This is an optimization exercise on Yosys and OpenROAD, whose aim is a short achievable clock period and few clock cycles per item, not a production implementation. Only simulation tests tie the RTL to the original design; equivalence was not proved. The clock input has no modelled driver; a real chip could not lean on it and would need a root buffer or a full tree. Power is estimated from default activity; no workload was simulated.

==> flow/design.v (excerpt) <==
module cpuTop (
    input  logic Clock,
    input  logic rstN,
    input  logic start,
    input  cpuPkg::wordT memData,
    output cpuPkg::wordT memAddr,
    output logic memRead,
    output logic done,
    output cpuPkg::wordT outPort
);
Size: about 4,400 cells after synthesis, roughly 100 I/O pins.
Settings: LEC_CHECK=0, ABC_CLOCK_PERIOD_IN_PS=2000, CAP_MARGIN=20, CORE_MARGIN=2, CORE_UTILIZATION=40, SETUP_SLACK_MARGIN=5, SLEW_MARGIN=20; clock period 7.5 ns.
standard.sh (not shown) runs the stock make flow with config.mk's settings and CLKGATE_MAP_FILE= SYNTH_SCRIPT=/design/flow/synth_recipe.tcl, a recipe that flattens the netlist after the stock synthesis.
==> flow/flow/run.sh <==
#!/bin/bash
# The standard layout (standard.sh: the ORFS flow and synthesis), with hooks:
#  - before CTS (flow/pre_cts.tcl): output buffers moved next to the flip-flops
#    driving them, and a two-level clock tree built by flow/cts_custom.tcl
#    (four buf_16 roots on the clock port, buf_12 leaves of about 24
#    flip-flops each, placed by recursive bisection) in place of TritonCTS;
#  - the setup repair after CTS and after global route aims at a 5.4 ns margin.
# make's full output goes to standard_flow.log here; ORFS keeps each step's log
# under orfs/logs.
set -euo pipefail
here=$(pwd)
export PRE_CTS_TCL="$here/flow/pre_cts.tcl"
export PRE_GLOBAL_ROUTE_TCL="$here/flow/pre_grt.tcl"
export CTREE_ROOTS=4
export CTREE_SINKS=24
export CTREE_ROOT_CELL=sky130_fd_sc_hd__buf_16
export CTREE_LEAF_CELL=sky130_fd_sc_hd__buf_12
export CTREE_MOVE_OBUF=1
export CTREE_MARGIN=5.4
bash standard.sh finish > "$here/standard_flow.log" 2>&1
==> flow/flow/cts_custom.tcl <==
# Custom clock tree for this design: the clock port feeds a few root buffers,
# which feed (optionally a middle level and then) leaf buffers placed at
# k-means cluster centres of the flip-flops. Replaces clock_tree_synthesis.

proc ctree_env {name default} {
  if {[info exists ::env($name)] && $::env($name) ne ""} { return $::env($name) }
  return $default
}

# points: list of {x y}; returns {assign centres}
proc ctree_kmeans {points k} {
  set n [llength $points]
  set sorted [lsort -integer -index 0 $points]
  set cx {}; set cy {}
  for {set i 0} {$i < $k} {incr i} {
    set s [lindex $sorted [expr {int(($i + 0.5) * $n / $k)}]]
    lappend cx [lindex $s 0]; lappend cy [lindex $s 1]
  }
  for {set iter 0} {$iter < 40} {incr iter} {
    set assign {}
    set sx [lrepeat $k 0.0]; set sy [lrepeat $k 0.0]; set cnt [lrepeat $k 0]
    foreach p $points {
      set x [lindex $p 0]; set y [lindex $p 1]
      set best 0; set bd 1e30
      for {set c 0} {$c < $k} {incr c} {
        set d [expr {abs($x - [lindex $cx $c]) + abs($y - [lindex $cy $c])}]
        if {$d < $bd} { set bd $d; set best $c }
      }
      lappend assign $best
      lset sx $best [expr {[lindex $sx $best] + $x}]
      lset sy $best [expr {[lindex $sy $best] + $y}]
      lset cnt $best [expr {[lindex $cnt $best] + 1}]
    }
    for {set c 0} {$c < $k} {incr c} {
      if {[lindex $cnt $c] > 0} {
        lset cx $c [expr {int([lindex $sx $c] / [lindex $cnt $c])}]
        lset cy $c [expr {int([lindex $sy $c] / [lindex $cnt $c])}]
      }
    }
  }
  set centres {}
  for {set c 0} {$c < $k} {incr c} {
    if {[lindex $cnt $c] > 0} { lappend centres [list [lindex $cx $c] [lindex $cy $c]] } else { lappend centres {} }
  }
  puts "  cluster sizes: $cnt"
  return [list $assign $centres]
}

proc ctree_buffer {name x y innet {cellvar CTREE_CELL}} {
  set block [ord::get_db_block]
  set master [[ord::get_db] findMaster [ctree_env $cellvar [ctree_env CTREE_CELL sky130_fd_sc_hd__clkbuf_16]]]
  set inst [odb::dbInst_create $block $master $name]
  $inst setLocation $x $y
  $inst setPlacementStatus PLACED
  [$inst findITerm A] connect $innet
  set net [odb::dbNet_create $block "${name}_net"]
  $net setSigType CLOCK
  [$inst findITerm X] connect $net
  return $net
}

# recursive bisection of items {id x y} into k groups of near equal size,
# each split across the longer side of the group's bounding box
proc ctree_bisect {items k} {
  if {$k <= 1} { return [list $items] }
  set xs {}; set ys {}
  foreach it $items { lappend xs [lindex $it 1]; lappend ys [lindex $it 2] }
  set xs [lsort -integer $xs]; set ys [lsort -integer $ys]
  set w [expr {[lindex $xs end] - [lindex $xs 0]}]
  set h [expr {[lindex $ys end] - [lindex $ys 0]}]
  set idx [expr {$w >= $h ? 1 : 2}]
  set sorted [lsort -integer -index $idx $items]
  set k1 [expr {$k / 2}]
  set k2 [expr {$k - $k1}]
  set n [llength $sorted]
  set cut [expr {int(round(double($n) * $k1 / $k))}]
  return [concat [ctree_bisect [lrange $sorted 0 [expr {$cut - 1}]] $k1] \
                 [ctree_bisect [lrange $sorted $cut end] $k2]]
}

proc ctree_centre {items} {
  set sx 0.0; set sy 0.0
  foreach it $items { set sx [expr {$sx + [lindex $it 1]}]; set sy [expr {$sy + [lindex $it 2]}] }
  set n [llength $items]
  return [list [expr {int($sx / $n)}] [expr {int($sy / $n)}]]
}

proc custom_clock_tree {} {
  set nroots  [ctree_env CTREE_ROOTS 4]
  set persink [ctree_env CTREE_SINKS 24]
  set block [ord::get_db_block]
  set clknet [$block findNet Clock]
  $clknet setSigType CLOCK

  set items {}
  foreach it [$clknet getITerms] {
    set bb [[$it getInst] getBBox]
    set x [expr {([$bb xMin] + [$bb xMax]) / 2}]
    set y [expr {([$bb yMin] + [$bb yMax]) / 2}]
    lappend items [list $it $x $y]
  }
  set n [llength $items]
  set perroot [expr {int(ceil(double($n) / $nroots / $persink))}]
  puts "custom clock tree: $n sinks, $nroots roots, $perroot leaves per root"

  set r 0
  set l 0
  foreach group [ctree_bisect $items $nroots] {
    lassign [ctree_centre $group] gx gy
    set leaves [ctree_bisect $group $perroot]
    # root sits at the centre of its leaves
    set lc {}
    foreach leaf $leaves { lappend lc [concat [list x] [ctree_centre $leaf]] }
    lassign [ctree_centre $lc] rx ry
    set rootNet [ctree_buffer "ctree_root_$r" $rx $ry $clknet CTREE_ROOT_CELL]
    foreach leaf $leaves {
      lassign [ctree_centre $leaf] lx ly
      set leafNet [ctree_buffer "ctree_leaf_$l" $lx $ly $rootNet CTREE_LEAF_CELL]
      foreach it $leaf {
        set iterm [lindex $it 0]
        $iterm disconnect
        $iterm connect $leafNet
      }
      incr l
    }
    incr r
  }
}


# Move each output port's buffer next to the cell that drives it, so that the
# driver (a flip-flop) sees a short wire and the buffer drives the long one.
proc ctree_move_output_buffers {} {
  set block [ord::get_db_block]
  set moved 0
  foreach bt [$block getBTerms] {
    if {[$bt getIoType] ne "OUTPUT"} { continue }
    set net [$bt getNet]
    if {$net eq "NULL" || $net eq ""} { continue }
    set drv {}
    foreach it [$net getITerms] { if {[$it isOutputSignal]} { set drv $it } }
    if {$drv eq {}} { continue }
    set buf [$drv getInst]
    # the buffer's input net and its driver
    set src {}
    foreach it [$buf getITerms] {
      if {[$it isInputSignal] && [$it getNet] ne "NULL"} {
        foreach it2 [[$it getNet] getITerms] { if {[$it2 isOutputSignal]} { set src [$it2 getInst] } }
      }
    }
    if {$src eq {} || [$src getMaster] eq "NULL" || [[$src getMaster] isBlock]} { continue }
    set sname [[$src getMaster] getName]
    if {![string match "*df*" $sname]} { continue }
    lassign [$src getLocation] sx sy
    $buf setLocation $sx $sy
    $buf setPlacementStatus PLACED
    incr moved
  }
  puts "moved $moved output buffers next to their flip-flops"
}

rename clock_tree_synthesis __orig_clock_tree_synthesis
proc clock_tree_synthesis {args} {
  if {[ctree_env CTREE_MOVE_OBUF 0]} { ctree_move_output_buffers }
  custom_clock_tree
  set_propagated_clock [all_clocks]
}
Other scripts of this flow, unchanged in this note and not shown: flow/flow/pre_cts.tcl, flow/flow/pre_grt.tcl
Testbench counts at the start, summed over its fixed seeds: cycles 24,000, instructions 12,000.
Change:
--- a/flow/flow/run.sh
+++ b/flow/flow/run.sh
@@ -4,2 +4,2 @@
-#    driving them, and a two-level clock tree built by flow/cts_custom.tcl
-#    (four buf_16 roots on the clock port, buf_12 leaves of about 24
+#    driving them, and a two-level clock tree of clkbuf_16 built by
+#    flow/cts_custom.tcl (four roots on the clock port, leaves of about 24
@@ -16,2 +15,0 @@
-export CTREE_ROOT_CELL=sky130_fd_sc_hd__buf_16
-export CTREE_LEAF_CELL=sky130_fd_sc_hd__buf_12
--- a/flow/flow/cts_custom.tcl
+++ b/flow/flow/cts_custom.tcl
@@ -49 +49 @@
-proc ctree_buffer {name x y innet {cellvar CTREE_CELL}} {
+proc ctree_buffer {name x y innet} {
@@ -51 +51 @@
-  set master [[ord::get_db] findMaster [ctree_env $cellvar [ctree_env CTREE_CELL sky130_fd_sc_hd__clkbuf_16]]]
+  set master [[ord::get_db] findMaster [ctree_env CTREE_CELL sky130_fd_sc_hd__clkbuf_16]]
@@ -115 +115 @@
-    set rootNet [ctree_buffer "ctree_root_$r" $rx $ry $clknet CTREE_ROOT_CELL]
+    set rootNet [ctree_buffer "ctree_root_$r" $rx $ry $clknet]
@@ -118 +118 @@
-      set leafNet [ctree_buffer "ctree_leaf_$l" $lx $ly $rootNet CTREE_LEAF_CELL]
+      set leafNet [ctree_buffer "ctree_leaf_$l" $lx $ly $rootNet]
=> Critical path depth does not change. Hold slack hardly moves. Combinational power is about the same.
No run of this note takes its clock network from TritonCTS; it comes from the design's own scripts or RTL.

-- afterwards: timing with drivers on the ports --
The results above use ideal ports. As a check the final layouts listed here were re-extracted and re-timed, cells and wires unchanged.
Step 1 (the two cells are an assumption about what drives the block):
set clk [get_ports {Clock}]
set_driving_cell -lib_cell sky130_fd_sc_hd__clkbuf_16 $clk
set_driving_cell -lib_cell sky130_fd_sc_hd__buf_2 [delete_from_list [all_inputs] $clk]
Step 2, shift: input delay + t, output delay - t, t = (earliest + latest rising clock arrival at the registers) / 2. This alone moves slack from input paths to output paths.
a / b / c = ideal ports / drivers / drivers and shift; a / b = the first two.
run	shift t [ns]	setup slack, ns	worst data-port slew with drivers (ns)	cell pins on the clock port's net
the first run	0.583	4.972 / 4.804 / 4.672	0.09	4
the second run	0.625	4.964 / 4.782 / 4.705	0.09	4
After both steps setup and hold are still met in every run listed. The setup slack of the first run, which loses most, moves by -0.168 ns with the drivers and by -0.300 ns with both steps.
